This is an optimization exercise on Yosys and OpenROAD, whose aim is small area, not a production implementation. Function was checked by simulation only, so behaviour that the tests miss may differ from the original. Power figures rest on the tool's default switching activity, not on a simulated workload.

<file path="design/flow/design.v">
package alu_reservation_station_pkg;
    localparam int RS_SIZE       = 8;
    localparam int RS_INDEX_BIT  = 3;
    localparam int ROB_INDEX_BIT = 4;
    localparam int TYPE_BIT      = 5;
    localparam logic [TYPE_BIT-1:0] OP_ADD  = 5'd0;
    localparam logic [TYPE_BIT-1:0] OP_SUB  = 5'd1;
    localparam logic [TYPE_BIT-1:0] OP_XOR  = 5'd2;
    localparam logic [TYPE_BIT-1:0] OP_OR   = 5'd3;
    localparam logic [TYPE_BIT-1:0] OP_AND  = 5'd4;
    localparam logic [TYPE_BIT-1:0] OP_SLL  = 5'd5;
    localparam logic [TYPE_BIT-1:0] OP_SRL  = 5'd6;
    localparam logic [TYPE_BIT-1:0] OP_SRA  = 5'd7;
    localparam logic [TYPE_BIT-1:0] OP_SLT  = 5'd8;
    localparam logic [TYPE_BIT-1:0] OP_SLTU = 5'd9;
    localparam logic [TYPE_BIT-1:0] OP_BEQ  = 5'd10;
    localparam logic [TYPE_BIT-1:0] OP_BNE  = 5'd11;
    localparam logic [TYPE_BIT-1:0] OP_BLT  = 5'd12;
    localparam logic [TYPE_BIT-1:0] OP_BGE  = 5'd13;
    localparam logic [TYPE_BIT-1:0] OP_BLTU = 5'd14;
    localparam logic [TYPE_BIT-1:0] OP_BGEU = 5'd15;
    localparam logic [TYPE_BIT-1:0] OP_JALR = 5'd16;
endpackage
module rs_find_first #(
    parameter int N = 8
) (
    input  logic [N-1:0] vec,
    output logic [N-1:0] onehot
);
    assign onehot = vec & ~(vec - 1'b1);
endmodule
import alu_reservation_station_pkg::*;
module rs_snoop (
    input  logic                     pend,
    input  logic [ROB_INDEX_BIT-1:0] q,
    input  logic                     a_rdy,
    input  logic [ROB_INDEX_BIT-1:0] a_id,
    input  logic                     l_rdy,
    input  logic [ROB_INDEX_BIT-1:0] l_id,
    output logic                     hit_a,
    output logic                     hit_l
);
    assign hit_a = pend & a_rdy & (q == a_id);
    assign hit_l = pend & l_rdy & (q == l_id);
endmodule
import alu_reservation_station_pkg::*;
module alu_reservation_station (
    input  logic                     clk_in,
    input  logic                     rst_in,
    input  logic                     rdy_in,
    input  logic                     clear_in,
    input  logic                     issue_valid,
    input  logic [TYPE_BIT-1:0]      issue_type,
    input  logic [31:0]              issue_vj,
    input  logic [31:0]              issue_vk,
    input  logic                     issue_has_qj,
    input  logic                     issue_has_qk,
    input  logic [ROB_INDEX_BIT-1:0] issue_qj,
    input  logic [ROB_INDEX_BIT-1:0] issue_qk,
    input  logic [ROB_INDEX_BIT-1:0] issue_rob_id,
    output logic                     full_out,
    input  logic                     cdb_alu_ready,
    input  logic [ROB_INDEX_BIT-1:0] cdb_alu_rob_id,
    input  logic [31:0]              cdb_alu_value,
    input  logic                     cdb_lsb_ready,
    input  logic [ROB_INDEX_BIT-1:0] cdb_lsb_rob_id,
    input  logic [31:0]              cdb_lsb_value,
    output logic                     alu_req,
    output logic [TYPE_BIT-1:0]      alu_type,
    output logic [31:0]              alu_r1,
    output logic [31:0]              alu_r2,
    output logic [ROB_INDEX_BIT-1:0] alu_rob_id
);
    localparam int QB = ROB_INDEX_BIT;
    logic [RS_SIZE-1:0][TYPE_BIT-1:0] ent_op;
    logic [RS_SIZE-1:0][QB-1:0]       ent_rob_id;
    logic [RS_SIZE-1:0][31:0]         ent_vj;
    logic [RS_SIZE-1:0][31:0]         ent_vk;
    logic [RS_SIZE-1:0]               ent_pj;
    logic [RS_SIZE-1:0]               ent_pk;
    logic [RS_SIZE-1:0]               valid_q;
    logic [RS_SIZE-1:0]               sel_q;
    logic [RS_SIZE-1:0] ready_vec;
    logic [RS_SIZE-1:0] pick;
    logic [RS_SIZE-1:0] free_oh;
    logic [RS_SIZE-1:0] alloc;
    logic               go;
    assign go        = rdy_in & ~clear_in;
    assign full_out  = &valid_q;
    assign ready_vec = valid_q & ~ent_pj & ~ent_pk;
    rs_find_first #(.N(RS_SIZE)) u_free (.vec(~valid_q),  .onehot(free_oh));
    rs_find_first #(.N(RS_SIZE)) u_sel  (.vec(ready_vec), .onehot(pick));
    assign alloc = free_oh & {RS_SIZE{rdy_in & issue_valid}};
    logic nj_a, nj_l, nk_a, nk_l;
    logic [31:0] new_vj, new_vk;
    logic        new_pj, new_pk;
    assign new_pj = issue_has_qj & ~nj_a & ~nj_l;
    assign new_pk = issue_has_qk & ~nk_a & ~nk_l;
    rs_snoop u_new_j (.pend(issue_has_qj), .q(issue_qj),
                      .a_rdy(cdb_alu_ready), .a_id(cdb_alu_rob_id),
                      .l_rdy(cdb_lsb_ready), .l_id(cdb_lsb_rob_id),
                      .hit_a(nj_a), .hit_l(nj_l));
    rs_snoop u_new_k (.pend(issue_has_qk), .q(issue_qk),
                      .a_rdy(cdb_alu_ready), .a_id(cdb_alu_rob_id),
                      .l_rdy(cdb_lsb_ready), .l_id(cdb_lsb_rob_id),
                      .hit_a(nk_a), .hit_l(nk_l));
    assign new_vj = nj_a ? cdb_alu_value : nj_l ? cdb_lsb_value :
                    issue_has_qj ? {{(32-QB){1'b0}}, issue_qj} : issue_vj;
    assign new_vk = nk_a ? cdb_alu_value : nk_l ? cdb_lsb_value :
                    issue_has_qk ? {{(32-QB){1'b0}}, issue_qk} : issue_vk;
    for (genvar i = 0; i < RS_SIZE; i++) begin : g_ent
        logic ja, jl, ka, kl;
        rs_snoop u_j (.pend(ent_pj[i]), .q(ent_vj[i][QB-1:0]),
                      .a_rdy(cdb_alu_ready), .a_id(cdb_alu_rob_id),
                      .l_rdy(cdb_lsb_ready), .l_id(cdb_lsb_rob_id),
                      .hit_a(ja), .hit_l(jl));
        rs_snoop u_k (.pend(ent_pk[i]), .q(ent_vk[i][QB-1:0]),
                      .a_rdy(cdb_alu_ready), .a_id(cdb_alu_rob_id),
                      .l_rdy(cdb_lsb_ready), .l_id(cdb_lsb_rob_id),
                      .hit_a(ka), .hit_l(kl));
        logic jn, jw_a, jw_l, jh, kn, kw_a, kw_l, kh;
        assign jn   = alloc[i];
        assign jw_a = ~alloc[i] & rdy_in & ja;
        assign jw_l = ~alloc[i] & rdy_in & ~ja & jl;
        assign jh   = ~jn & ~jw_a & ~jw_l;
        assign kn   = alloc[i];
        assign kw_a = ~alloc[i] & rdy_in & ka;
        assign kw_l = ~alloc[i] & rdy_in & ~ka & kl;
        assign kh   = ~kn & ~kw_a & ~kw_l;
        always_ff @(posedge clk_in) begin
            ent_op[i]     <= (ent_op[i] & {TYPE_BIT{~jn}}) | (issue_type & {TYPE_BIT{jn}});
            ent_rob_id[i] <= (ent_rob_id[i] & {QB{~jn}}) | (issue_rob_id & {QB{jn}});
            ent_vj[i]     <= (ent_vj[i] & {32{jh}}) | (new_vj & {32{jn}}) |
                             (cdb_alu_value & {32{jw_a}}) | (cdb_lsb_value & {32{jw_l}});
            ent_vk[i]     <= (ent_vk[i] & {32{kh}}) | (new_vk & {32{kn}}) |
                             (cdb_alu_value & {32{kw_a}}) | (cdb_lsb_value & {32{kw_l}});
            ent_pj[i]     <= (ent_pj[i] & jh) | (new_pj & jn);
            ent_pk[i]     <= (ent_pk[i] & kh) | (new_pk & kn);
        end
    end
    always_ff @(posedge clk_in or posedge rst_in) begin
        if (rst_in) begin
            valid_q <= '0;
            alu_req <= 1'b0;
        end else if (rdy_in) begin
            if (clear_in) begin
                valid_q <= '0;
                alu_req <= 1'b0;
            end else begin
                valid_q <= (valid_q & ~pick) | alloc;
                alu_req <= |ready_vec;
            end
        end
    end
    always_ff @(posedge clk_in) begin
        sel_q <= (sel_q & {RS_SIZE{~rdy_in}}) | (pick & {RS_SIZE{rdy_in}});
    end
    always_comb begin
        alu_type   = '0;
        alu_rob_id = '0;
        alu_r1     = '0;
        alu_r2     = '0;
        for (int i = 0; i < RS_SIZE; i++) begin
            alu_type   = alu_type   | (ent_op[i]     & {TYPE_BIT{sel_q[i]}});
            alu_rob_id = alu_rob_id | (ent_rob_id[i] & {QB{sel_q[i]}});
            alu_r1     = alu_r1     | (ent_vj[i]     & {32{sel_q[i]}});
            alu_r2     = alu_r2     | (ent_vk[i]     & {32{sel_q[i]}});
        end
    end
endmodule
</file>
<file path="design/flow/run.sh">
#!/bin/bash
# synth_recipe.tcl (not shown) runs the flow's synth.tcl, then flattens the netlist and writes it again
# the make line also repeats each setting of config.mk as NAME=value (left out here)
make -C /OpenROAD-flow-scripts/flow DESIGN_CONFIG=/design/flow/config.mk WORK_HOME=/design/flow/orfs CLKGATE_MAP_FILE= SYNTH_SCRIPT=/design/flow/synth_recipe.tcl finish
</file>
<file path="design/flow/config.mk">
export PLATFORM = sky130hd
export DESIGN_NAME = alu_reservation_station
export DESIGN_NICKNAME = alu_reservation_station
export VERILOG_FILES = /design/flow/design.v
export SDC_FILE = /design/flow/constraint.sdc
export NUM_CORES = 4
export LEC_CHECK = 0
export CAP_MARGIN = 20
export CORE_MARGIN = 2
export CORE_UTILIZATION = 40
export SLEW_MARGIN = 20
</file>
<file path="design/flow/constraint.sdc">
create_clock -name core_clock -period 4.0 [get_ports {clk_in}]
set_input_delay 0.8000 -clock core_clock [delete_from_list [all_inputs] [get_ports {clk_in}]]
set_output_delay 0.8000 -clock core_clock [all_outputs]
set_load 0.01 [all_outputs]
</file>
==> qor.yml, run 1 <==
drv_slew: 0
ios: 237
seqCellArea_mm2: 0.0132
dr.pass1.iters: 10
post-route-period-util: 0.917
start_util: 0.403
drv_cap: 0
port-buffer-count: 236
yosys_register_bits: 617
synth-main-ff-cell: "dfxtp_1"
max_freq_mhz: 273
whs_path_depth: 2
yosysSeqAreaShare: 0.393
grt_pass1_vias: 34900
coreArea_mm2: 0.0833
finalNetCount: 3943
slowest_stage: "edfxtp_1"
grt.overflow.total: 0
hold_buffers: 0
cts_setup_buffers: 0
n_fill_cell: 7872
rr_worst_depth: 5
postSynthCellCount: 3721
cp_max_fo: 11
r2r_setup_slack_ns: 0.80
rsz0062_at_grt: "false"
yosys_warnings: 1
syn_avg_cell_area_um2: 9.02
ant_nets: 0
timing.rr.start: "valid_q[2]$_DFFE_PP0P_"
grt_pass1_wl_um: 252000
power_density_mw_per_mm2: 499
cts_max_level: 3
insertion_delay_ns: 0.64
finalHoldViolations: 0
drc: 0
tightestPinTransition_ns: 1.18
critPathArrivalTime_ns: 2.87
clk_path_buf_depth: 3
hp-class: "reg -> reg"
finalSetupViolations: 0
hold_end: "ent_vk[62]$_DFF_P_"
grt_max_degree: 74
die-area_mm2: 0.0862
num_rows: 106
clock_skew_ns: 0.0283
setup_ws_ns: 0.331
worstPathCellList: "buf_4 -> a22oi_1 -> nand4_1 -> clkdlybuf4s50_1"
multi_input_comb_area_mm2: 0.0184
yosysUniqueCellTypes: 78
max-slew-margin-rel: 0.212
r2r_end: "ent_vj[192]$_DFF_P_"
post_drt_wl_per_cell_um: 36.0
cp-end-kind: "output pin"
cts_made_buffers: 73
clk_pin_slew_ns: 0.06
cts-root-buf: "clkbuf_16"
cts_resized: 0
status: "complete, no violations"
drt_iter0_drc: 6566
routed_wl_um: 177000
syn_area_mm2: 0.0336
synth_async_sr_flop_share: 0.0146
gp_congestion: 1.03
hpwl_um: 107000
path_class: "reg -> out"
p_leak_nw: 14.6
vias_per_cell: 7.49
setup.worst_path.start_class: "flop"
syn-num-nets: 3883
setup_tns_ns: 0
hp-start: "ent_vk[62]$_DFF_P_"
irDropWorstVdd_v: 0.000303
slowest_delay_ns: 0.64
path_buf_inv: 2
grt_usage: 0.397
cts_tree: "yes"
path_delay_family: "buffers and inverters"
die_x_um: 294
critical_path_required_ns: 3.20
vias: 36800
drive_gt1_frac: 0.124
post-place-ws_ns: 0.341
antenna_found_initial: 4
min_period_ns: 3.67
die_h_um: 294
synth-edff-count: 80
cts_sinks: 617
n_antenna_cell: 0
area_growth_pct: 20.2
## metrics by stage
step                hold slack, ns   util  total power, mW  cells  cell area (µm²)
floorplan                    0.416      -             10.6   3721            33600
global placement             0.435  0.454             12.8   4785            37800
detailed placement           0.442  0.454             12.9   4786            37800
CTS                          0.450  0.484             19.9   4915            40300
global route                 0.464  0.484             20.7   4915            40300
finish                       0.449  0.484             20.1   4915            40300
## power breakdown
group          switching (mW)  total (mW)  internal (mW)
Combinational            2.51        4.71           2.20
Sequential              0.849        8.22           7.37
Clock                    2.91        7.18           4.27
## cells in the final DEF (no fill, tap or decap), types with 14 or more instances in the layout
cell type	netlist	routed
o21a_1	14	14
and2_1	42	41
nor2b_1	15	14
buf_4	9	226
a32o_1	104	104
and3_1	24	21
clkbuf_16	0	74
or3_1	19	19
o221ai_1	30	30
clkbuf_8	0	15
nor3_1	73	68
xor2_1	56	56
dfxtp_1	528	528
a21oi_1	163	160
xnor2_1	61	61
mux2_2	32	32
a31oi_1	15	15
nand3_1	53	53
nor2_1	90	83
a222oi_1	78	78
inv_1	29	25
a22oi_1	349	349
nand2_1	344	344
a22o_1	119	119
o22ai_1	36	36
edfxtp_1	80	80
nand4_1	165	165
clkdlybuf4s50_1	0	234
a221o_1	251	251
buf_12	0	34
o2bb2ai_1	36	36
o211ai_1	69	69
a211o_1	60	60
o21ai_0	74	74
a32oi_1	53	53
## worst reg2reg max path, stage by stage, from the launching register on
cell     delay (ns)
dfrtp_1        0.58
nand3_1        0.16
or3_1          0.48
or3_1          0.71
and2_1         0.65
a221o_1        0.50
## kinds of logic after synthesis
logic type,Yosys count,share of synthesized area
AND/OR/NAND/NOR,890,0.133
AO/OA/AOI/OAI,1509,0.363
buffers and inverters,545,0.0657
XOR/XNOR,117,0.0305
multiplexers,43,0.0140
flip-flops,617,0.393
## cell type report
type	count	area share
clock buffer	101	0.0521
multi-input combinational	2559	0.457
sequential	617	0.327
inverter	35	0.00332
tap	1080	0.0335
clock inverter	28	0.0102
timing repair buffer	495	0.117
## layer usage
| layer | GRT usage | vias up | routed length, µm |
|---|---|---|---|
| met5 | 0 | - | 41 |
| met4 | 0.229 | 6 | 11300 |
| met3 | 0.124 | 709 | 27100 |
| met2 | 0.568 | 3352 | 72500 |
| met1 | 0.524 | 17800 | 66100 |
| li1 | - | 15000 | - |
## worst max-delay path by stage
stage                      startpoint                   to  depth (start not counted)  slack [ns]
floorplan                 issue_valid                 flop                          7        1.12
global placement    cdb_alu_rob_id[3]   ent_vk[15]$_DFF_P_                          9        0.32
detailed placement  cdb_alu_rob_id[0]  ent_vk[145]$_DFF_P_                          8        0.34
CTS                              flop            alu_r1[6]                          4        0.36
global route                     flop           alu_r2[20]                          4        0.32
finish                           flop            alu_r1[6]                          4        0.33
## synth_stat cells (73+ instances only)
| cell type | number | area [µm²] |
|---|---|---|
| a21oi_1 | 163 | 816 |
| a221o_1 | 251 | 2510 |
| a222oi_1 | 78 | 781 |
| a22o_1 | 119 | 1040 |
| a22oi_1 | 349 | 2620 |
| a32o_1 | 104 | 1040 |
| buf_2 | 74 | 370 |
| clkbuf_1 | 376 | 1410 |
| dfxtp_1 | 528 | 10600 |
| edfxtp_1 | 80 | 2400 |
| nand2_1 | 344 | 1290 |
| nand4_1 | 165 | 1030 |
| nor2_1 | 90 | 338 |
| nor3_1 | 73 | 365 |
| o21ai_0 | 74 | 370 |
==> run 2, diff against run 1 <==
==> design/flow/flow/run.sh (new file) <==
#!/bin/bash
# Standard layout, with smaller port buffers and no CTS dummy loads.
set -euo pipefail
cd "$(dirname "$0")/.."
bash standard.sh synth > synth.log 2>&1
export BUFFER_PORTS_ARGS="-buffer_cell sky130_fd_sc_hd__buf_1"
export CTS_ARGS="-sink_clustering_enable -repair_clock_nets -dont_use_dummy_load -buf_list sky130_fd_sc_hd__clkbuf_8"
bash standard.sh > layout.log 2>&1
==> design/flow/standard.sh (new file) <==
#!/bin/bash
# synth_recipe.tcl (not shown) runs the flow's synth.tcl, then flattens the netlist and writes it again
# the make line also repeats each setting of config.mk as NAME=value (left out here)
make -C /OpenROAD-flow-scripts/flow DESIGN_CONFIG=/design/flow/config.mk WORK_HOME=/design/flow/orfs CLKGATE_MAP_FILE= SYNTH_SCRIPT=/design/flow/synth_recipe.tcl "${@:-finish}"
--- a/design/flow/config.mk
+++ b/design/flow/config.mk
@@ -7,5 +7,5 @@
 export LEC_CHECK = 0
-export CAP_MARGIN = 20
+export CAP_MARGIN = 0
 export CORE_MARGIN = 2
 export CORE_UTILIZATION = 40
-export SLEW_MARGIN = 20
+export SLEW_MARGIN = 0
removed: design/flow/run.sh
==> run 2 against run 1 <==
Against the previous run: non-clock buffer count is 28 lower; first-iteration DRC count is 2.5% higher; wire length is 2.2% lower; sequential power hardly changed; global-route usage is 1.1 points lower; clock skew is 0.079 ns higher; largest cell class unchanged; largest power group unchanged.
==> qor.yml, run 2 <==
status: "complete, no violations"
routed_wl_um: 173000  # -2.2%
wl_met2_um: 71200  # -1.8%
hp-class: "in -> async"
syn_area_mm2: 0.0336  # unchanged
drc: 0  # unchanged
post_drt_wl_per_cell_um: 35.5  # -1.3%
synth_top_area_frac: 0.315  # unchanged
cp_max_fo: 23  # +12
postLayoutCoreUtil: 0.452  # -0.0321
drt_iter0_drc: 6732  # +2.5%
cts_tree: "yes"
grt_max_degree: 74  # unchanged
dr_wl_met3_um: 26000  # -3.8%
gp_congestion: 1.01  # -1.9%
setup.worst_path.start_class: "flop"
synth-simple-area-share: 0.133  # unchanged
die_x_um: 294  # unchanged
grt_usage: 0.385  # -0.0114
synth_compound_area_frac: 0.363  # unchanged
max-slew-margin-rel: 0.136  # -0.0755
drive_gt1_frac: 0.118  # -0.00582
yosys_register_bits: 617  # unchanged
dr.pass1.iters: 10  # unchanged
yosysMostFrequentCell: "dfxtp_1"
vias_per_cell: 7.55  # +0.81%
grt_pass1_wl_um: 246000  # -2.3%
area_growth_pct: 12.3
m1WireLength_um: 64400  # -2.6%
synth.top_cells.by_count: "dfxtp_1 (528), clkbuf_1 (376), a22oi_1 (349), nand2_1 (344), a221o_1 (251)"
post-route-period-util: 0.918  # about the same
postSynthCellCount: 3721  # unchanged
finalHoldViolations: 0  # unchanged
syn-num-nets: 3883  # unchanged
postPlaceCellArea_mm2: 0.0362  # -4.4%
p_leak_nw: 13.4  # -8.4%
final_cell_mix: "dfxtp_1 (528), a22oi_1 (349), nand2_1 (343)"
synth_area_leaders: "dfxtp_1 (32%), a22oi_1 (7.8%), a221o_1 (7.5%)"
cts_sinks: 617  # unchanged
cp-end-kind: "output pin"
cts_max_level: 3  # unchanged
coreArea_mm2: 0.0833  # unchanged
cts_made_buffers: 109  # +49%
cts_resized: 0  # unchanged
clk_path_buf_depth: 3  # unchanged
drv_slew: 0  # unchanged
final_common_cell: "dfxtp_1"
yosysUniqueCellTypes: 78  # unchanged
critical_path_required_ns: 3.20  # about the same
path_class: "reg -> out"
grt_pass1_vias: 34600  # -0.81%
synth_fa_ha_area_frac: 0  # unchanged
port-buffer-count: 236  # unchanged
syn_avg_cell_area_um2: 9.02  # unchanged
rsz0062_at_grt: "false"
synthXorXnorAreaFrac: 0.0305  # unchanged
hpwl_um: 105000  # -1.5%
cts_setup_buffers: 0  # unchanged
drv_cap: 0  # unchanged
max_freq_mhz: 272  # about the same
yosys_warnings: 1  # unchanged
synthMuxAreaShare: 0.0140  # unchanged
top_layer: "met5"
die-area_mm2: 0.0862  # unchanged
synth-main-ff-cell: "dfxtp_1"
grt.overflow.total: 0  # unchanged
synth-edff-count: 80  # unchanged
final_cell_area_mm2: 0.0377  # -6.6%
vias: 36800  # -0.095%
min_period_ns: 3.67  # +0.00350 ns
clk_pin_slew_ns: 0.06  # about the same
synth_top_area_cell: "dfxtp_1"
irDropWorstVdd_v: 0.000256  # -15%
clock_skew_ns: 0.107  # +0.0786 ns
cts-root-buf: "clkbuf_8"
tightestPinTransition_ns: 1.29  # +0.111 ns
finalNetCount: 3951  # +0.20%
yosysSeqAreaShare: 0.393  # unchanged
setup_tns_ns: 0  # unchanged
die_h_um: 294  # unchanged
power_density_mw_per_mm2: 461  # -7.5%
insertion_delay_ns: 0.79  # +0.15 ns
synth_top_family_by_area: "compound AO/OA/AOI/OAI gates"
start_util: 0.403  # unchanged
synth_async_sr_flop_share: 0.0146  # unchanged
ios: 237  # unchanged
num_rows: 106  # unchanged
ant_nets: 0  # unchanged
antenna_found_initial: 7  # +3
critPathArrivalTime_ns: 2.87  # about the same
hold_buffers: 0  # unchanged
finalSetupViolations: 0  # unchanged
==> run 2: cell counts after synthesis <==
No cell type changed its count.
==> run 2: path summary, 6_finish.rpt <==
kind,start,to,slack (ns),cells past startpoint
worst max register to register,valid_q[0]$_DFFE_PP0P_,ent_vj[84]$_DFF_P_,0.68,6
min in group core_clock,issue_type[3],flop,0.41,1
worst min register to register,ent_vk[62]$_DFF_P_,ent_vk[62]$_DFF_P_,0.44,2
worst min-delay path,rst_in,valid_q[1]$_DFFE_PP0P_,0.06,2
worst max-delay path,flop,alu_r2[13],0.33,4
max in group asynchronous,rst_in,valid_q[5]$_DFFE_PP0P_,3.66,2
==> run 2: stage by stage <==
stage	power, mW	std cells	setup WS (ns)	hold WS, ns
floorplan	10.6	3721	1.12	0.416
global placement	12.3	4758	0.473	0.433
detailed placement	12.4	4758	0.447	0.436
CTS	17.2	4867	0.451	0.0441
global route	18.0	4869	0.372	0.0993
finish	17.4	4871	0.327	0.0585
==> run 2: layout make-up <==
| class | instances | area (µm²) |
|---|---|---|
| Antenna cell | 4 | 10.0 |
| Clock buffer | 109 | 1500 |
| Fill cell | 8082 | 45600 |
| Inverter | 35 | 134 |
| Multi-Input combinational cell | 2559 | 18400 |
| Sequential cell | 617 | 13200 |
| Tap cell | 1080 | 1350 |
| Timing Repair Buffer | 467 | 3050 |
==> run 2: report_power, final <==
part / internal (mW) / switching, mW / leakage, nW
clock: 2.38 / 2.57 / 0.784
combinational: 1.73 / 2.46 / 7.43
sequential: 7.38 / 0.862 / 5.18
==> run 2: logic make-up (layout without fill, tap and decap cells) <==
logic type	Yosys count	in the layout
other	0	4
and+or+nand+nor	890	890
DFF	617	617
xor gates and xnor gates	117	117
AOI/OAI and AO/OA	1509	1509
muxes	43	43
buffers and inverters	545	611
==> run 2: routing by layer <==
layer | track usage | vias up
li1 | - | 14900
met1 | 0.497 | 17700
met2 | 0.555 | 3440
met3 | 0.126 | 765
met4 | 0.236 | 4
met5 | 0.00397 | -
==> run 2: worst max-delay path, cell delays in order, from the launching register on <==
cell and delay [ns]:
edfxtp_1 1.09, buf_4 0.52, a22oi_1 0.16, nand4_1 0.20, buf_1 0.20
==> run 3, diff against run 2 <==
--- a/design/flow/design.v
+++ b/design/flow/design.v
@@ -31,2 +31,15 @@
 endmodule
+module rs_onehot_mux #(
+    parameter int N = 8,
+    parameter int W = 32
+) (
+    input  logic [N-1:0][W-1:0] words,
+    input  logic [N-1:0]        sel,
+    output logic [W-1:0]        out
+);
+    always_comb begin
+        out = '0;
+        for (int i = 0; i < N; i++) out = out | (words[i] & {W{sel[i]}});
+    end
+endmodule
 import alu_reservation_station_pkg::*;
@@ -44,2 +57,17 @@
     assign hit_l = pend & l_rdy & (q == l_id);
+endmodule
+module rs_wsel #(
+    parameter int W = 32
+) (
+    input  logic [W-1:0] q,
+    input  logic [W-1:0] n_val,
+    input  logic [W-1:0] a_val,
+    input  logic [W-1:0] l_val,
+    input  logic         h,
+    input  logic         n,
+    input  logic         a,
+    input  logic         l,
+    output logic [W-1:0] d
+);
+    assign d = (q & {W{h}}) | (n_val & {W{n}}) | (a_val & {W{a}}) | (l_val & {W{l}});
 endmodule
@@ -129,2 +157,9 @@
         assign kh   = ~kn & ~kw_a & ~kw_l;
+        logic [31:0] d_vj, d_vk;
+        rs_wsel u_wj (.q(ent_vj[i]), .n_val(new_vj), .a_val(cdb_alu_value),
+                      .l_val(cdb_lsb_value), .h(jh), .n(jn), .a(jw_a), .l(jw_l),
+                      .d(d_vj));
+        rs_wsel u_wk (.q(ent_vk[i]), .n_val(new_vk), .a_val(cdb_alu_value),
+                      .l_val(cdb_lsb_value), .h(kh), .n(kn), .a(kw_a), .l(kw_l),
+                      .d(d_vk));
         always_ff @(posedge clk_in) begin
@@ -132,6 +167,4 @@
             ent_rob_id[i] <= (ent_rob_id[i] & {QB{~jn}}) | (issue_rob_id & {QB{jn}});
-            ent_vj[i]     <= (ent_vj[i] & {32{jh}}) | (new_vj & {32{jn}}) |
-                             (cdb_alu_value & {32{jw_a}}) | (cdb_lsb_value & {32{jw_l}});
-            ent_vk[i]     <= (ent_vk[i] & {32{kh}}) | (new_vk & {32{kn}}) |
-                             (cdb_alu_value & {32{kw_a}}) | (cdb_lsb_value & {32{kw_l}});
+            ent_vj[i]     <= d_vj;
+            ent_vk[i]     <= d_vk;
             ent_pj[i]     <= (ent_pj[i] & jh) | (new_pj & jn);
@@ -157,14 +190,6 @@
     end
-    always_comb begin
-        alu_type   = '0;
-        alu_rob_id = '0;
-        alu_r1     = '0;
-        alu_r2     = '0;
-        for (int i = 0; i < RS_SIZE; i++) begin
-            alu_type   = alu_type   | (ent_op[i]     & {TYPE_BIT{sel_q[i]}});
-            alu_rob_id = alu_rob_id | (ent_rob_id[i] & {QB{sel_q[i]}});
-            alu_r1     = alu_r1     | (ent_vj[i]     & {32{sel_q[i]}});
-            alu_r2     = alu_r2     | (ent_vk[i]     & {32{sel_q[i]}});
-        end
-    end
+    rs_onehot_mux #(.N(RS_SIZE), .W(TYPE_BIT)) u_rd_op  (.words(ent_op),     .sel(sel_q), .out(alu_type));
+    rs_onehot_mux #(.N(RS_SIZE), .W(QB))       u_rd_rob (.words(ent_rob_id), .sel(sel_q), .out(alu_rob_id));
+    rs_onehot_mux #(.N(RS_SIZE), .W(32))       u_rd_r1  (.words(ent_vj),     .sel(sel_q), .out(alu_r1));
+    rs_onehot_mux #(.N(RS_SIZE), .W(32))       u_rd_r2  (.words(ent_vk),     .sel(sel_q), .out(alu_r2));
 endmodule
==> design/flow/flow/run.sh (replaced) <==
#!/bin/bash
# Standard layout, with smaller port buffers and no CTS dummy loads.
set -euo pipefail
cd "$(dirname "$0")/.."
bash standard.sh synth > synth.log 2>&1
export BUFFER_PORTS_ARGS="-buffer_cell sky130_fd_sc_hd__buf_1"
export CTS_ARGS="-sink_clustering_enable -repair_clock_nets -dont_use_dummy_load -buf_list sky130_fd_sc_hd__clkbuf_4 -sink_clustering_size 24"
bash standard.sh > layout.log 2>&1
--- a/design/flow/config.mk
+++ b/design/flow/config.mk
@@ -11 +11,3 @@
 export SLEW_MARGIN = 0
+export SYNTH_HIERARCHICAL = 1
+export SYNTH_MINIMUM_KEEP_SIZE = 0
==> run 3 against run 2 <==
Against the previous run: first-iteration DRC count shrank 32%; via count shrank 9.6%; fmax shrank 7.9%; largest power group unchanged.
==> qor.yml, run 3 <==
insertion_delay_ns: 1.06  # +0.27 ns
gp_congestion: 0.895  # -12%
ios: 237  # unchanged
num_rows: 103  # -2.8%
area_growth_pct: 10.7
whs_path_depth: 1
drive_gt1_frac: 0.124  # +0.00601
syn_area_mm2: 0.0321  # -4.2%
cts_max_level: 4  # +1
port-buffer-count: 236  # unchanged
critPathArrivalTime_ns: 3.19  # +0.32 ns
yosys_register_bits: 617  # unchanged
setup.worst_path.start_class: "flop"
yosysUniqueCellTypes: 42  # -46%
synth-main-ff-cell: "dfxtp_1"
start_util: 0.406  # +0.00271
path_class: "reg -> out"
synth_top_area_cell: "dfxtp_1"
worstPathCellList: "buf_4 -> a22oi_1 -> nand4_1 -> buf_1"
max_freq_mhz: 251  # -7.9%
clk_pin_slew_ns: 0.06  # about the same
ant_nets: 0  # unchanged
die-area_mm2: 0.0826  # -4.1%
r2r_setup_slack_ns: 0.91  # +0.23 ns
clock_skew_ns: 0.0947  # -0.0121 ns
cp_max_fo: 16  # -30%
vias_per_cell: 6.87  # -9.0%
slowest_stage: "edfxtp_1"
synth-simple-area-share: 0.125  # -0.00763
yosysSeqAreaShare: 0.411  # +0.0173
finalHoldViolations: 0  # unchanged
drv_cap: 0  # unchanged
synth_top_family_by_area: "compound AO/OA/AOI/OAI gates"
n_fill_cell: 7911  # -2.1%
grt_pass1_wl_um: 216000  # -12%
synthMuxAreaShare: 0.00249  # -0.0115
path_buf_inv: 2  # unchanged
syn_avg_cell_area_um2: 9.27  # +2.8%
routed_wl_um: 150000  # -13%
cts_made_buffers: 171  # +57%
r2r_end: "ent_vj[99]$_DFF_P_"
synth_fa_ha_area_frac: 0  # unchanged
synth_area_leaders: "dfxtp_1 (33%), a22oi_1 (32%), edfxtp_1 (7.5%)"
vias: 33300  # -9.6%
final_cell_area_mm2: 0.0356  # -5.5%
path_delay_family: "flip-flops"
hp-start: "issue_rob_id[0]"
cts_sinks: 617  # unchanged
synth.top_cells.by_count: "a22oi_1 (1370), nand2_1 (586), dfxtp_1 (528), buf_6 (116), buf_2 (87)"
min_period_ns: 3.99  # +0.315 ns
yosys_warnings: 10  # +9
grt_max_degree: 74  # unchanged
grt.overflow.total: 0  # unchanged
cts_tree: "yes"
finalSetupViolations: 0  # unchanged
coreArea_mm2: 0.0793  # -4.8%
final_common_cell: "a22oi_1"
yosysMostFrequentCell: "a22oi_1"
postPlaceCellArea_mm2: 0.0342  # -5.5%
p_leak_nw: 13.9  # +3.5%
hpwl_um: 90400  # -14%
drt_iter0_drc: 4566  # -32%
setup_tns_ns: 0  # unchanged
drc: 0  # unchanged
critical_path_required_ns: 3.20  # about the same
finalNetCount: 3953  # +0.051%
grt_pass1_vias: 31900  # -7.9%
dr.pass1.iters: 7  # -3
power_density_mw_per_mm2: 431  # -6.5%
max-slew-margin-rel: 0.147  # +0.0103
synth_top_area_frac: 0.329  # +0.0138
cts-root-buf: "clkbuf_4"
slowest_delay_ns: 0.86  # -0.23 ns
rr_worst_depth: 7  # +1
final_cell_mix: "a22oi_1 (1370), nand2_1 (586), dfxtp_1 (528)"
syn-num-nets: 3630  # -6.5%
clk_path_buf_depth: 3  # unchanged
hp-class: "in -> reg"
synthXorXnorAreaFrac: 0.0245  # -0.00602
status: "complete, no violations"
timing.rr.start: "valid_q[0]$_DFFE_PP0P_"
irDropWorstVdd_v: 0.000190  # -26%
die_h_um: 287  # -2.1%
drv_slew: 0  # unchanged
rsz0062_at_grt: "false"
cp-end-kind: "output pin"
die_x_um: 287  # -2.1%
post-route-period-util: 0.997  # +0.0787
tightestPinTransition_ns: 1.27  # -0.0241 ns
synth-edff-count: 80  # unchanged
synth_async_sr_flop_share: 0.0146  # unchanged
grt_usage: 0.351  # -0.0341
postSynthCellCount: 3468  # -6.8%
synth_compound_area_frac: 0.359  # -0.00480
post_drt_wl_per_cell_um: 31.0  # -13%
antenna_found_initial: 10  # +3
## run 3: repair_timing
item	4_1_cts	5_1_grt
setup buffers	4	5
endpoints found under the setup margin	7	2
endpoints found under the hold margin	9	0
hold buffers	1	0
resized for setup	0	0
## run 3: modules after synthesis, one instance, submodules excluded, excerpt
module	area (µm²)	cells inside
rs_snoop	105	14
alu_reservation_station	15800	1053
rs_wsel	706	108
## run 3: area by class of cell
cell class | instances | area [µm²] | area share
multi-input combinational | 2501 | 16600 | 0.467
sequential | 617 | 13200 | 0.371
timing repair buffer | 425 | 2870 | 0.0806
tap | 1050 | 1310 | 0.0369
clock buffer | 171 | 1280 | 0.0361
inverter | 75 | 302 | 0.00847
antenna | 3 | 7.51 | 0.000211
## run 3: power by group
part           switching (mW)  internal [mW]  leakage, nW
Clock                    2.50           1.93        0.787
Combinational            2.11           1.19         7.93
Sequential              0.560           7.05         5.15
Total                    5.17           10.2         13.9
## run 3: logic make-up (layout without fill, tap and decap cells)
group,after synthesis,count (layout)
xor+xnor,90,90
flops,617,617
mux,8,8
simple gates,831,831
buf+inv,350,671
other cells,0,3
compound gates,1572,1572
## run 3: how the worst max path moves through the flow
stage / start / end / slack [ns] / depth (start not counted)
3_3_place_gp: issue_qj[3] / ent_vj[184]$_DFF_P_ / 0.34 / 10
4_1_cts: flop / alu_r1[0] / 0.02 / 4
6_report: flop / alu_r2[10] / 0.01 / 4
5_1_grt: flop / alu_r2[10] / 0.07 / 4
2_1_floorplan: issue_qj[2] / ent_vj[0]$_DFF_P_ / 1.02 / 8
3_5_place_dp: issue_qj[3] / ent_vj[200]$_DFF_P_ / 0.27 / 8
## run 3: metal layers
| metal | up-vias | wire, µm | GRT usage |
|---|---|---|---|
| met4 | 16 | 7780 | 0.193 |
| met3 | 476 | 18000 | 0.0982 |
| li1 | 14300 | - | - |
| met2 | 2429 | 64800 | 0.520 |
| met5 | - | 97 | 0 |
| met1 | 16100 | 59100 | 0.461 |
## run 3: metrics by stage
stage / util / instances / power (mW) / hold WS, ns / setup WS, ns
floorplan: - / 3468 / 9.42 / 0.458 / 1.02
finish: 0.449 / 4842 / 15.3 / 0.120 / 0.0124
CTS: 0.448 / 4834 / 15.3 / 0.0228 / 0.0204
detailed placement: 0.431 / 4658 / 10.9 / 0.472 / 0.275
global placement: 0.431 / 4658 / 10.9 / 0.466 / 0.344
global route: 0.449 / 4840 / 16.0 / 0.0533 / 0.0743
==> run 4, diff against run 3 <==
--- a/design/flow/design.v
+++ b/design/flow/design.v
@@ -32,13 +32,16 @@
 module rs_onehot_mux #(
-    parameter int N = 8,
-    parameter int W = 32
-) (
-    input  logic [N-1:0][W-1:0] words,
-    input  logic [N-1:0]        sel,
-    output logic [W-1:0]        out
-);
-    always_comb begin
-        out = '0;
-        for (int i = 0; i < N; i++) out = out | (words[i] & {W{sel[i]}});
-    end
+    parameter int W = 32
+) (
+    input  logic [7:0][W-1:0] words,
+    input  logic [7:0]        sel,
+    output logic [W-1:0]      out
+);
+    logic [W-1:0] y0_n, y1_n, y2_n;
+    rs_aoi3 #(.W(W)) u_y0 (.x0(words[0]), .s0(sel[0]), .x1(words[1]), .s1(sel[1]),
+                           .x2(words[2]), .s2(sel[2]), .y_n(y0_n));
+    rs_aoi3 #(.W(W)) u_y1 (.x0(words[3]), .s0(sel[3]), .x1(words[4]), .s1(sel[4]),
+                           .x2(words[5]), .s2(sel[5]), .y_n(y1_n));
+    rs_aoi2 #(.W(W)) u_y2 (.x0(words[6]), .s0(sel[6]), .x1(words[7]), .s1(sel[7]),
+                           .y_n(y2_n));
+    assign out = ~(y0_n & y1_n & y2_n);
 endmodule
@@ -58,2 +61,35 @@
 endmodule
+module rs_aoi3 #(
+    parameter int W = 32
+) (
+    input  logic [W-1:0] x0,
+    input  logic         s0,
+    input  logic [W-1:0] x1,
+    input  logic         s1,
+    input  logic [W-1:0] x2,
+    input  logic         s2,
+    output logic [W-1:0] y_n
+);
+    assign y_n = ~((x0 & {W{s0}}) | (x1 & {W{s1}}) | (x2 & {W{s2}}));
+endmodule
+module rs_aoi2 #(
+    parameter int W = 32
+) (
+    input  logic [W-1:0] x0,
+    input  logic         s0,
+    input  logic [W-1:0] x1,
+    input  logic         s1,
+    output logic [W-1:0] y_n
+);
+    assign y_n = ~((x0 & {W{s0}}) | (x1 & {W{s1}}));
+endmodule
+module rs_nand_sel #(
+    parameter int W = 32
+) (
+    input  logic [W-1:0] x,
+    input  logic         s,
+    output logic [W-1:0] y_n
+);
+    assign y_n = ~(x & {W{s}});
+endmodule
 module rs_wsel #(
@@ -71,3 +107,7 @@
 );
-    assign d = (q & {W{h}}) | (n_val & {W{n}}) | (a_val & {W{a}}) | (l_val & {W{l}});
+    logic [W-1:0] take_n, keep_n;
+    rs_aoi3 #(.W(W)) u_take (.x0(n_val), .s0(n), .x1(a_val), .s1(a),
+                             .x2(l_val), .s2(l), .y_n(take_n));
+    rs_nand_sel #(.W(W)) u_keep (.x(q), .s(h), .y_n(keep_n));
+    assign d = ~(take_n & keep_n);
 endmodule
@@ -134,6 +174,4 @@
                       .hit_a(nk_a), .hit_l(nk_l));
-    assign new_vj = nj_a ? cdb_alu_value : nj_l ? cdb_lsb_value :
-                    issue_has_qj ? {{(32-QB){1'b0}}, issue_qj} : issue_vj;
-    assign new_vk = nk_a ? cdb_alu_value : nk_l ? cdb_lsb_value :
-                    issue_has_qk ? {{(32-QB){1'b0}}, issue_qk} : issue_vk;
+    assign new_vj = {issue_vj[31:QB], issue_has_qj ? issue_qj : issue_vj[QB-1:0]};
+    assign new_vk = {issue_vk[31:QB], issue_has_qk ? issue_qk : issue_vk[QB-1:0]};
     for (genvar i = 0; i < RS_SIZE; i++) begin : g_ent
@@ -149,10 +187,10 @@
         logic jn, jw_a, jw_l, jh, kn, kw_a, kw_l, kh;
-        assign jn   = alloc[i];
-        assign jw_a = ~alloc[i] & rdy_in & ja;
-        assign jw_l = ~alloc[i] & rdy_in & ~ja & jl;
-        assign jh   = ~jn & ~jw_a & ~jw_l;
-        assign kn   = alloc[i];
-        assign kw_a = ~alloc[i] & rdy_in & ka;
-        assign kw_l = ~alloc[i] & rdy_in & ~ka & kl;
-        assign kh   = ~kn & ~kw_a & ~kw_l;
+        assign jn   = alloc[i] & ~nj_a & ~nj_l;
+        assign jw_a = alloc[i] ? nj_a : rdy_in & ja;
+        assign jw_l = alloc[i] ? ~nj_a & nj_l : rdy_in & ~ja & jl;
+        assign jh   = ~alloc[i] & ~(rdy_in & (ja | jl));
+        assign kn   = alloc[i] & ~nk_a & ~nk_l;
+        assign kw_a = alloc[i] ? nk_a : rdy_in & ka;
+        assign kw_l = alloc[i] ? ~nk_a & nk_l : rdy_in & ~ka & kl;
+        assign kh   = ~alloc[i] & ~(rdy_in & (ka | kl));
         logic [31:0] d_vj, d_vk;
@@ -165,4 +203,4 @@
         always_ff @(posedge clk_in) begin
-            ent_op[i]     <= (ent_op[i] & {TYPE_BIT{~jn}}) | (issue_type & {TYPE_BIT{jn}});
-            ent_rob_id[i] <= (ent_rob_id[i] & {QB{~jn}}) | (issue_rob_id & {QB{jn}});
+            ent_op[i]     <= (ent_op[i] & {TYPE_BIT{~alloc[i]}}) | (issue_type & {TYPE_BIT{alloc[i]}});
+            ent_rob_id[i] <= (ent_rob_id[i] & {QB{~alloc[i]}}) | (issue_rob_id & {QB{alloc[i]}});
             ent_vj[i]     <= d_vj;
@@ -190,6 +228,6 @@
     end
-    rs_onehot_mux #(.N(RS_SIZE), .W(TYPE_BIT)) u_rd_op  (.words(ent_op),     .sel(sel_q), .out(alu_type));
-    rs_onehot_mux #(.N(RS_SIZE), .W(QB))       u_rd_rob (.words(ent_rob_id), .sel(sel_q), .out(alu_rob_id));
-    rs_onehot_mux #(.N(RS_SIZE), .W(32))       u_rd_r1  (.words(ent_vj),     .sel(sel_q), .out(alu_r1));
-    rs_onehot_mux #(.N(RS_SIZE), .W(32))       u_rd_r2  (.words(ent_vk),     .sel(sel_q), .out(alu_r2));
-endmodule
+    rs_onehot_mux #(.W(TYPE_BIT)) u_rd_op  (.words(ent_op),     .sel(sel_q), .out(alu_type));
+    rs_onehot_mux #(.W(QB))       u_rd_rob (.words(ent_rob_id), .sel(sel_q), .out(alu_rob_id));
+    rs_onehot_mux #(.W(32))       u_rd_r1  (.words(ent_vj),     .sel(sel_q), .out(alu_r1));
+    rs_onehot_mux #(.W(32))       u_rd_r2  (.words(ent_vk),     .sel(sel_q), .out(alu_r2));
+endmodule
==> design/flow/flow/run.sh (replaced) <==
#!/bin/bash
# Standard layout, with smaller port buffers and no CTS dummy loads.
set -euo pipefail
cd "$(dirname "$0")/.."
bash standard.sh synth > synth.log 2>&1
export BUFFER_PORTS_ARGS="-buffer_cell sky130_fd_sc_hd__buf_1"
export CTS_ARGS="-sink_clustering_enable -repair_clock_nets -dont_use_dummy_load -buf_list sky130_fd_sc_hd__clkbuf_8 -sink_clustering_size 16 -sink_clustering_max_diameter 60"
bash standard.sh > layout.log 2>&1
--- a/design/flow/config.mk
+++ b/design/flow/config.mk
@@ -9,3 +9,3 @@
 export CORE_MARGIN = 2
-export CORE_UTILIZATION = 40
+export CORE_UTILIZATION = 60
 export SLEW_MARGIN = 0
==> run 4 against run 3 <==
Against the previous run: the layout now fails its checks (capacitance limit, slew limit); area after synthesis down 5.5%; fmax up 14%; first-iteration DRC count up 93%; clock-buffer cell count down 124; clock power down about 30%; critical path depth unchanged; synthesized cell count down 7.4%; register-to-register slack worse by 0.38 ns; global-route usage up 14 points; combinational power down 9.7%.
==> qor.yml, run 4 <==
status: "complete, but fails checks"
violatedChecks: "capacitance limit, slew limit"
setup_tns_ns: 0  # unchanged
p_leak_nw: 13.2  # -4.7%
cts_tree: "yes"
grt_usage: 0.488  # +0.137
hold_buffers: 0  # -1
gp_congestion: 0.959  # +7.2%
cts-root-buf: "clkbuf_8"
finalNetCount: 3515  # -11%
n_fill_cell: 4356  # -45%
grt.overflow.total: 0  # unchanged
final_cell_mix: "nand2_1 (1064), a222oi_1 (676), dfxtp_1 (528)"
cp-end-kind: "output pin"
antenna_found_initial: 10  # unchanged
ios: 237  # unchanged
yosysUniqueCellTypes: 44  # +4.8%
max_freq_mhz: 287  # +14%
syn_avg_cell_area_um2: 9.46  # +2.1%
synth_async_sr_flop_share: 0.0146  # unchanged
irDropWorstVdd_v: 0.000345  # +82%
final_common_cell: "nand2_1"
whs_ns: 0.0866  # -0.0338 ns
port-buffer-count: 236  # unchanged
cts_sinks: 617  # unchanged
cts_max_level: 2  # -2
yosysSeqAreaShare: 0.434  # +0.0237
critical_path_required_ns: 3.20  # about the same
r2r_setup_slack_ns: 0.53  # -0.38 ns
critPathArrivalTime_ns: 2.68  # -0.51 ns
coreArea_mm2: 0.0501  # -37%
cts_resized: 0  # unchanged
dr.pass1.iters: 19  # +12
path_class: "reg -> out"
finalSetupViolations: 0  # unchanged
start_util: 0.607  # +0.201
die_x_um: 229  # -20%
tightestPinTransition_ns: 1.57  # +0.303 ns
vias: 31800  # -4.3%
die_h_um: 229  # -20%
drt_iter0_drc: 8830  # +93%
clock_skew_ns: 0.0943  # -0.000404 ns
vias_per_cell: 7.91  # +15%
synth_top_area_cell: "dfxtp_1"
cp_max_fo: 42  # +26
yosys_register_bits: 617  # unchanged
post-route-period-util: 0.871  # -0.126
hpwl_um: 81500  # -9.8%
clk_path_buf_depth: 3  # unchanged
syn-num-nets: 3374  # -7.1%
syn_area_mm2: 0.0304  # -5.5%
area_growth_pct: 5.60
multi_input_comb_area_mm2: 0.0150  # -9.7%
synth_area_leaders: "dfxtp_1 (35%), a222oi_1 (22%), nand2_1 (13%)"
power_density_mw_per_mm2: 433  # +0.55%
hp-class: "in -> async"
rr_worst_depth: 8  # +1
max-slew-margin-rel: -0.0471  # -0.194
rsz0062_at_grt: "false"
synth-edff-count: 80  # unchanged
finalHoldViolations: 0  # unchanged
die-area_mm2: 0.0525  # -37%
insertion_delay_ns: 0.73  # -0.33 ns
clk_pin_slew_ns: 0.10  # +0.04 ns
num_rows: 82  # -20%
synth_top_area_frac: 0.348  # +0.0190
synth-main-ff-cell: "dfxtp_1"
drive_gt1_frac: 0.0818  # -0.0425
setup.worst_path.start_class: "flop"
drv_cap: 3  # +3
grt_pass1_vias: 30400  # -4.6%
ant_nets: 0  # unchanged
synth.top_cells.by_count: "nand2_1 (1064), a222oi_1 (676), dfxtp_1 (528), buf_6 (174), nand3_1 (91)"
min_period_ns: 3.48  # -0.505 ns
yosys_warnings: 7  # -3
drv_slew: 46  # +46
postSynthCellCount: 3212  # -7.4%
cts_made_buffers: 47  # -73%
seqCellArea_mm2: 0.0132  # unchanged
grt_max_degree: 71  # -4.1%
cts_setup_buffers: 0  # -4
drc: 0  # unchanged
grt_pass1_wl_um: 195000  # -10%
yosysMostFrequentCell: "nand2_1"
routed_wl_um: 133000  # -11%
post_drt_wl_per_cell_um: 33.1  # +6.8%
## run 4: cell types whose count changed after synthesis, moves of 58 or more
cell      before   now
a222oi_1      18   676
a22oi_1     1370    73
nand4_1       75     2
buf_6        116   174
o21ai_1       63     0
nand2_1      586  1064
## run 4: cell families after synthesis
group,count (synthesis),synth area share
AOI/OAI and AO/OA,853,0.262
xor gates and xnor gates,90,0.0259
buffers and inverters,332,0.0884
DFF,617,0.434
muxes,8,0.00296
and+or+nand+nor,1312,0.186
## run 4: through the flow
step | area (µm²) | std cells | power [mW] | worst slack (ns) | utilization
after global routing | 32100 | 4025 | 14.4 | 0.446 | 0.641
after floorplan | 30400 | 3212 | 9.47 | 1.44 | -
after detailed placement | 31400 | 3975 | 10.8 | 0.302 | 0.627
final | 32100 | 4025 | 13.9 | 0.517 | 0.641
after CTS | 32100 | 4022 | 13.7 | 0.606 | 0.640
after global placement | 31400 | 3975 | 10.7 | 0.375 | 0.627
## run 4: final timing paths
| check | start | to |
|---|---|---|
| worst max-delay path | flop | alu_r2[17] |
| worst min-delay path | rst_in | valid_q[7]$_DFFE_PP0P_ |
| worst max register to register | valid_q[0]$_DFFE_PP0P_ | ent_vk[227]$_DFF_P_ |
| worst min register to register | ent_vj[167]$_DFF_P_ | ent_vj[167]$_DFF_P_ |
| max in group asynchronous | rst_in | valid_q[2]$_DFFE_PP0P_ |
| min in group core_clock | ent_vj[167]$_DFF_P_ | ent_vj[167]$_DFF_P_ |
## run 4: area by class of cell
| cell class | instances | area share |
|---|---|---|
| repair buffers | 346 | 0.0649 |
| inverters | 78 | 0.00967 |
| flip-flops and latches | 617 | 0.411 |
| multi-input cells | 2263 | 0.468 |
| well taps | 672 | 0.0262 |
| clock buffers | 47 | 0.0202 |
| diodes | 2 | 0.000156 |
## run 4: power by group
| group | switching (mW) | total, mW | internal [mW] |
|---|---|---|---|
| Clock | 2.06 | 3.12 | 1.05 |
| Sequential | 0.651 | 7.81 | 7.16 |
| Combinational | 1.96 | 2.98 | 1.02 |
| Total | 4.67 | 13.9 | 9.24 |
## run 4: Yosys stat by module, one instance, submodules excluded, a selection
module	flip-flops and latches	cells
rs_snoop	0	14
alu_reservation_station	617	870
rs_wsel	0	32
## run 4: critical path, stage by stage (launching register included)
cell and delay, ns:
edfxtp_1 0.43, buf_4 0.38, a222oi_1 0.77, nand3_1 0.22, buf_1 0.19
## run 4: metal layers
| layer | wire length (µm) | global-route usage | part of all wire |
|---|---|---|---|
| met5 | 79 | 0.00460 | 0.00059 |
| met4 | 8770 | 0.278 | 0.066 |
| met3 | 23300 | 0.178 | 0.18 |
| met2 | 55100 | 0.718 | 0.41 |
| met1 | 45800 | 0.618 | 0.34 |
==> run 5, diff against run 4 <==
--- a/design/flow/config.mk
+++ b/design/flow/config.mk
@@ -9,3 +9,3 @@
 export CORE_MARGIN = 2
-export CORE_UTILIZATION = 60
+export CORE_UTILIZATION = 45
 export SLEW_MARGIN = 0
==> run 5 against run 4 <==
Against the previous run: the layout fails its checks (capacitance limit, setup timing); fmax down 13%; register-to-register slack better by 0.14 ns; area after synthesis is the same; clock-buffer cell count increased by 6; critical path type unchanged; total power up 1.6%; sequential share of layout area decreased by 0.28 points; die area up 33%; critical path depth unchanged; clock power is 6% higher; largest cell class unchanged.
==> qor.yml, run 5 <==
status: "complete, but fails checks"
violatedChecks: "capacitance limit, setup timing"
final_cell_mix: "nand2_1 (1064), a222oi_1 (676), dfxtp_1 (528)"
cts_max_level: 2  # unchanged
hpwl_um: 85500  # +4.9%
finalSetupViolations: 1  # +1
synth_top_family_by_area: "compound AO/OA/AOI/OAI gates"
timing.rr.start: "valid_q[0]$_DFFE_PP0P_"
final_common_cell: "nand2_1"
synth_top_area_frac: 0.348  # unchanged
rsz0062_at_grt: "false"
grt_pass1_vias: 31000  # +1.9%
vias: 31600  # -0.78%
cts-root-buf: "clkbuf_8"
ios: 237  # unchanged
setup.worst_path.start_class: "flop"
setup_ws_ns: -0.0168  # -0.534 ns
max-slew-margin-rel: 0.00594  # +0.0531
critPathArrivalTime_ns: 3.22  # +0.54 ns
rr_worst_depth: 8  # unchanged
drc: 0  # unchanged
synthXorXnorAreaFrac: 0.0259  # unchanged
tightestPinTransition_ns: 1.49  # -0.0779 ns
cts_tree: "yes"
clock_skew_ns: 0.124  # +0.0301 ns
cts_made_buffers: 53  # +13%
die_h_um: 264  # +15%
dp.cells: 4175  # +5.0%
gp_congestion: 0.941  # -1.9%
yosysSeqAreaShare: 0.434  # unchanged
synth_area_leaders: "dfxtp_1 (35%), a222oi_1 (22%), nand2_1 (13%)"
postSynthCellCount: 3212  # unchanged
finalHoldViolations: 0  # unchanged
area_growth_pct: 6.34
irDropWorstVdd_v: 0.000247  # -28%
coreArea_mm2: 0.0670  # +34%
p_leak_nw: 13.2  # about the same
insertion_delay_ns: 0.75  # +0.02 ns
n_fill_cell: 6376  # +46%
clk_path_buf_depth: 3  # unchanged
syn-num-nets: 3374  # unchanged
synth_fa_ha_area_frac: 0  # unchanged
fin_total_pwr_mw: 14.1  # +1.6%
clk_pin_slew_ns: 0.10  # about the same
synth_async_sr_flop_share: 0.0146  # unchanged
critical_path_required_ns: 3.20  # about the same
min_period_ns: 4.02  # +0.534 ns
yosysUniqueCellTypes: 44  # unchanged
post_drt_wl_per_cell_um: 33.1  # +0.13%
cts_sinks: 617  # unchanged
synthMuxAreaShare: 0.00296  # unchanged
drt_iter0_drc: 7729  # -12%
syn_area_mm2: 0.0304  # unchanged
synth_compound_area_frac: 0.262  # unchanged
routed_wl_um: 140000  # +5.4%
max_freq_mhz: 249  # -13%
drive_gt1_frac: 0.0831  # +0.00137
postLayoutCoreUtil: 0.482  # -0.159
port-buffer-count: 236  # unchanged
drv_slew: 0  # -100%
seqCellArea_mm2: 0.0132  # unchanged
grt.overflow.total: 0  # unchanged
yosys_warnings: 7  # unchanged
hold_buffers: 0  # unchanged
yosysMostFrequentCell: "nand2_1"
yosys_register_bits: 617  # unchanged
grt_max_degree: 74  # +4.2%
finalNonFillerCells: 4236  # +5.2%
whs_ns: 0.0411  # -0.0455 ns
syn_avg_cell_area_um2: 9.46  # unchanged
postPlaceCellArea_mm2: 0.0316  # +0.46%
hp-class: "in -> async"
synth-main-ff-cell: "dfxtp_1"
die_x_um: 264  # +15%
cp_max_fo: 14  # -67%
finalNetCount: 3520  # +0.14%
grt_pass1_wl_um: 203000  # +4.3%
synth-simple-area-share: 0.186  # unchanged
final_cell_area_mm2: 0.0323  # +0.69%
r2r_setup_slack_ns: 0.67  # +0.14 ns
vias_per_cell: 7.46  # -5.7%
post-route-period-util: 1.00  # +0.133
antenna_found_initial: 9  # -1
ant_nets: 0  # unchanged
cp-end-kind: "output pin"
num_rows: 95  # +16%
multi_input_comb_area_mm2: 0.0150  # unchanged
power_density_mw_per_mm2: 437  # +0.90%
synth_top_area_cell: "dfxtp_1"
die-area_mm2: 0.0696  # +33%
path_class: "reg -> out"
synth-edff-count: 80  # unchanged
r2r_end: "ent_vk[204]$_DFF_P_"
synth.top_cells.by_count: "nand2_1 (1064), a222oi_1 (676), dfxtp_1 (528), buf_6 (174), nand3_1 (91)"
start_util: 0.453  # -0.154
drv_cap: 1  # -2
dr.pass1.iters: 17  # -2
grt_usage: 0.384  # -0.104
==> run 5: cell count changes in the layout (fill, tap and decap cells not counted), sizes merged <==
cell / delta
clkbuf: +6
diode: +5
buf: -1
==> run 5: cells by family after synthesis <==
kind of cell,after synthesis
buffers and inverters,332
and+or+nand+nor,1312
AOI/OAI and AO/OA,853
DFF,617
xor gates and xnor gates,90
muxes,8
==> run 5: critical path, stage by stage (launching register included) <==
cell	delay (ns)
edfxtp_1	0.83
buf_4	0.42
a222oi_1	0.79
nand3_1	0.24
buf_1	0.20
==> run 5: per-stage QoR <==
| step | worst slack (ns) | setup TNS, ns |
|---|---|---|
| global placement | 0.473 | 0 |
| finish | -0.0168 | -0.0168 |
| detailed placement | 0.403 | 0 |
| CTS | 0.0951 | 0 |
| floorplan | 1.44 | 0 |
| global route | 0.00840 | 0 |
==> run 5: worst max-delay path by stage <==
stage,to,cells after the start,slack (ns),from
2_1_floorplan,ent_vj[1]$_DFF_P_,9,1.44,rdy_in
3_3_place_gp,ent_vk[202]$_DFF_P_,9,0.47,cdb_lsb_rob_id[0]
4_1_cts,alu_r2[1],4,0.1,flop
5_1_grt,alu_r2[1],4,0.008,flop
6_report,alu_r2[1],4,-0.02,flop
3_5_place_dp,ent_vj[11]$_DFF_P_,8,0.40,cdb_alu_rob_id[2]
==> run 5: power breakdown <==
part           internal [mW]  switching [mW]  total [mW]
Combinational           1.02            2.01        3.03
Clock                   1.18            2.13        3.31
Sequential              7.16           0.630        7.79
Total                   9.36            4.78        14.1
==> run 5: layer usage <==
layer	up-vias	track usage	share of wire	routed length [µm]
li1	13000	-	-	-
met1	15200	0.477	0.36	50100
met2	2851	0.593	0.43	60800
met3	557	0.104	0.14	19900
met4	6	0.239	0.067	9400
met5	-	0	0.00033	46
==> run 5: repair_timing <==
action | CTS | global route
hold endpoints to repair | 0 | 0
setup endpoints to repair | 0 | 1
setup buffers | 0 | 1
resized for setup | 0 | 0
==> run 5: layout make-up <==
| cell class | instances | share of cell area |
|---|---|---|
| Multi-Input combinational cell | 2263 | 0.464 |
| Tap cell | 873 | 0.0338 |
| Timing Repair Buffer | 345 | 0.0606 |
| Inverter | 78 | 0.00960 |
| Sequential cell | 617 | 0.408 |
| Antenna cell | 7 | 0.000542 |
| Clock buffer | 53 | 0.0226 |
==> run 5: Yosys stat by module, one instance, submodules excluded, excerpt <==
| module | flops+latches | times used | area (µm²) | cells inside |
|---|---|---|---|---|
| rs_wsel | 0 | 16 | 120 | 32 |
| alu_reservation_station | 617 | 1 | 14600 | 870 |
| rs_snoop | 0 | 18 | 105 | 14 |
==> run 6, diff against run 5 <==
--- a/design/flow/config.mk
+++ b/design/flow/config.mk
@@ -7,6 +7,7 @@
 export LEC_CHECK = 0
-export CAP_MARGIN = 0
+export CAP_MARGIN = 20
 export CORE_MARGIN = 2
-export CORE_UTILIZATION = 45
-export SLEW_MARGIN = 0
+export CORE_UTILIZATION = 40
+export SETUP_SLACK_MARGIN = 0.1
+export SLEW_MARGIN = 20
 export SYNTH_HIERARCHICAL = 1
==> run 6 against run 5 <==
Against the previous run: now clean on timing, DRC and antenna; fmax increased by 9.2%; core utilization decreased by 4.8 points; critical path depth unchanged; largest cell class unchanged.
==> qor.yml, run 6 <==
drv_slew: 0  # unchanged
synth_top_area_frac: 0.348  # unchanged
grt_usage: 0.344  # -0.0404
cts_tree: "yes"
drt_iter0_drc: 7627  # -1.3%
max-slew-margin-rel: 0.174  # +0.168
vias: 31200  # -1.4%
hold_buffers: 0  # unchanged
fin_total_pwr_mw: 14.2  # +0.37%
cts_setup_buffers: 0  # unchanged
intPower_mw: 9.41  # +0.56%
setup_tns_ns: 0  # +0.0168 ns
yosysUniqueCellTypes: 44  # unchanged
clk_pin_slew_ns: 0.10  # about the same
max_freq_mhz: 272  # +9.2%
post-place-ws_ns: 0.379  # -0.0233 ns
p_leak_nw: 13.3  # +0.82%
yosys_register_bits: 617  # unchanged
synth-main-ff-cell: "dfxtp_1"
gp_congestion: 0.953  # +1.2%
hpwl_um: 85200  # -0.40%
ios: 237  # unchanged
die_h_um: 280  # +6.0%
dp.cells: 4279  # +2.5%
tightestPinTransition_ns: 1.24  # -0.254 ns
drive_gt1_frac: 0.0853  # +0.00221
die_x_um: 280  # +6.0%
postPlaceCellArea_mm2: 0.0319  # +1.1%
grt_max_degree: 69  # -6.8%
setup_ws_ns: 0.321  # +0.338 ns
dr.pass1.iters: 14  # -3
cts_resized: 0  # unchanged
final_common_cell: "nand2_1"
port-buffer-count: 236  # unchanged
status: "complete, no violations"
drc: 0  # unchanged
vias_per_cell: 7.16  # -4.0%
synth_area_leaders: "dfxtp_1 (35%), a222oi_1 (22%), nand2_1 (13%)"
antenna_found_initial: 15  # +6
coreArea_mm2: 0.0756  # +13%
path_class: "reg -> out"
comb_power_share: 0.214  # about the same
clk_path_buf_depth: 3  # unchanged
cp-end-kind: "output pin"
yosysSeqAreaShare: 0.434  # unchanged
finalHoldViolations: 0  # unchanged
r2r_setup_slack_ns: 0.77  # +0.10 ns
num_rows: 101  # +6.3%
rsz0062_at_grt: "false"
syn_avg_cell_area_um2: 9.46  # unchanged
cts-root-buf: "clkbuf_8"
critical_path_required_ns: 3.20  # about the same
synth_top_area_cell: "dfxtp_1"
post-route-period-util: 0.920  # -0.0845
irDropWorstVdd_v: 0.000261  # +5.6%
cp_max_fo: 33  # +19
area_growth_pct: 8.02
syn-num-nets: 3374  # unchanged
setup.worst_path.start_class: "flop"
final_cell_mix: "nand2_1 (1064), a222oi_1 (676), dfxtp_1 (528)"
grt_pass1_wl_um: 202000  # -0.32%
insertion_delay_ns: 0.75  # about the same
finalNetCount: 3527  # +0.20%
power_density_mw_per_mm2: 432  # -1.2%
finalSetupViolations: 0  # -1
syn_area_mm2: 0.0304  # unchanged
seqCellArea_mm2: 0.0132  # unchanged
ant_nets: 0  # unchanged
min_period_ns: 3.68  # -0.338 ns
synth.top_cells.by_count: "nand2_1 (1064), a222oi_1 (676), dfxtp_1 (528), buf_6 (174), nand3_1 (91)"
die-area_mm2: 0.0782  # +12%
cts_made_buffers: 55  # +3.8%
clockPowerShare: 0.237  # +0.003
clock_skew_ns: 0.125  # +0.000789 ns
multi_input_comb_area_mm2: 0.0151  # +0.53%
drv_cap: 0  # -1
synth_async_sr_flop_share: 0.0146  # unchanged
cts_max_level: 2  # unchanged
final_cell_area_mm2: 0.0328  # +1.6%
grt.overflow.total: 0  # unchanged
postSynthCellCount: 3212  # unchanged
p_seq_frac: 0.549  # -0.002
cts_sinks: 617  # unchanged
post_drt_wl_per_cell_um: 32.1  # -3.0%
hp-class: "in -> async"
p_sw_mw: 4.78  # about the same
yosysMostFrequentCell: "nand2_1"
critPathArrivalTime_ns: 2.88  # -0.34 ns
grt_pass1_vias: 29700  # -4.2%
n_fill_cell: 7622  # +20%
start_util: 0.402  # -0.0512
swShare: 0.337  # -0.00127
routed_wl_um: 140000  # -0.37%
finalNonFillerCells: 4350  # +2.7%
yosys_warnings: 7  # unchanged
synth-edff-count: 80  # unchanged
==> run 6: final timing paths <==
kind                                         from                      to  depth (start not counted)
max reg2reg                valid_q[0]$_DFFE_PP0P_     ent_vk[168]$_DFF_P_                          8
min reg2reg                   ent_vj[238]$_DFF_P_     ent_vj[238]$_DFF_P_                          2
max in group asynchronous                  rst_in  valid_q[6]$_DFFE_PP0P_                          2
max                                          flop              alu_r1[20]                          4
min                                        rst_in  valid_q[2]$_DFFE_PP0P_                          2
min in group core_clock       ent_vj[238]$_DFF_P_     ent_vj[238]$_DFF_P_                          2
==> run 6: through the flow <==
step | hold slack [ns] | utilization
4_1_cts | 0.0693 | 0.432
3_3_place_gp | 0.428 | 0.422
6_report | 0.0703 | 0.434
2_1_floorplan | 0.418 | -
5_1_grt | 0.106 | 0.434
3_5_place_dp | 0.432 | 0.422
==> run 6: logic make-up after synthesis <==
kind of cell,Yosys count,share of synthesized area
XOR/XNOR,90,0.0259
buffers and inverters,332,0.0884
AO/OA/AOI/OAI,853,0.262
AND/OR/NAND/NOR,1312,0.186
multiplexers,8,0.00296
flip-flops,617,0.434
==> run 6: worst max-delay path, stage by stage (launching register included) <==
cell      delay (ns)
edfxtp_1        0.57
buf_4           0.39
a222oi_1        0.65
nand3_1         0.32
buf_1           0.21
==> run 6: power groups by stage <==
stage | Clock, mW | Combinational [mW] | Sequential (mW)
final | 3.35 | 3.04 | 7.79
after global routing | 3.60 | 3.29 | 7.89
after CTS | 3.37 | 2.95 | 7.77
after detailed placement | 0 | 2.95 | 7.90
after global placement | 0 | 2.92 | 7.89
after floorplan | 0 | 1.75 | 7.71
==> run 6: layout make-up <==
| cell class | instances | area share |
|---|---|---|
| inverters | 78 | 0.00945 |
| flip-flops and latches | 617 | 0.402 |
| diodes | 9 | 0.000686 |
| repair buffers | 350 | 0.0678 |
| well taps | 978 | 0.0373 |
| multi-input cells | 2263 | 0.460 |
| clock buffers | 55 | 0.0231 |
==> run 6: metal layers <==
layer,vias up,global-route usage,wire (µm)
met1,14900,0.439,51500
li1,13000,-,-
met4,14,0.204,9030
met2,2687,0.520,59700
met5,-,0.00188,86
met3,530,0.0922,19400
==> run 6: per-module statistics from Yosys (local to each module, per instance), a selection <==
module / cells / times used / flops+latches / cell area, µm²
alu_reservation_station: 870 / 1 / 617 / 14600
rs_wsel: 32 / 16 / 0 / 120
rs_snoop: 14 / 18 / 0 / 105

[static timing again, ports no longer ideal]
Ports are ideal in the flow. The routed layouts listed here were re-timed in OpenROAD.
Step 1: set_driving_cell puts a clkbuf_16 on clk_in and a buf_2 on each other input, an assumption about the parent block.
Step 2, shift: input delay + t, output delay - t, t = (earliest + latest rising clock arrival at the registers) / 2. This alone moves slack from input paths to output paths.
Slacks: ideal ports / drivers / drivers and shift; pairs: ideal ports / drivers.
run | shift t [ns] | setup slack, ns | worst setup path at the end | worst register clock-pin slew, ns
run 1 | 0.692 | 0.331 / 0.260 / 0.225 | input to register | 0.07 / 0.07
run 2 | 0.796 | 0.327 / 0.265 / 0.232 | input to register | 0.07 / 0.07
run 3 | 1.078 | 0.012 / -0.056 / 0.170 | input to register | 0.07 / 0.07
run 4 | 0.740 | 0.517 / 0.455 / 0.087 | input to register | 0.11 / 0.11
run 5 | 0.751 | -0.017 / -0.076 / 0.090 | input to register | 0.11 / 0.11
run 6 | 0.756 | 0.321 / 0.252 / 0.243 | input to register | 0.11 / 0.11
The setup slack of run 4, which loses most, moves by -0.062 ns with the drivers and by -0.430 ns with both steps.
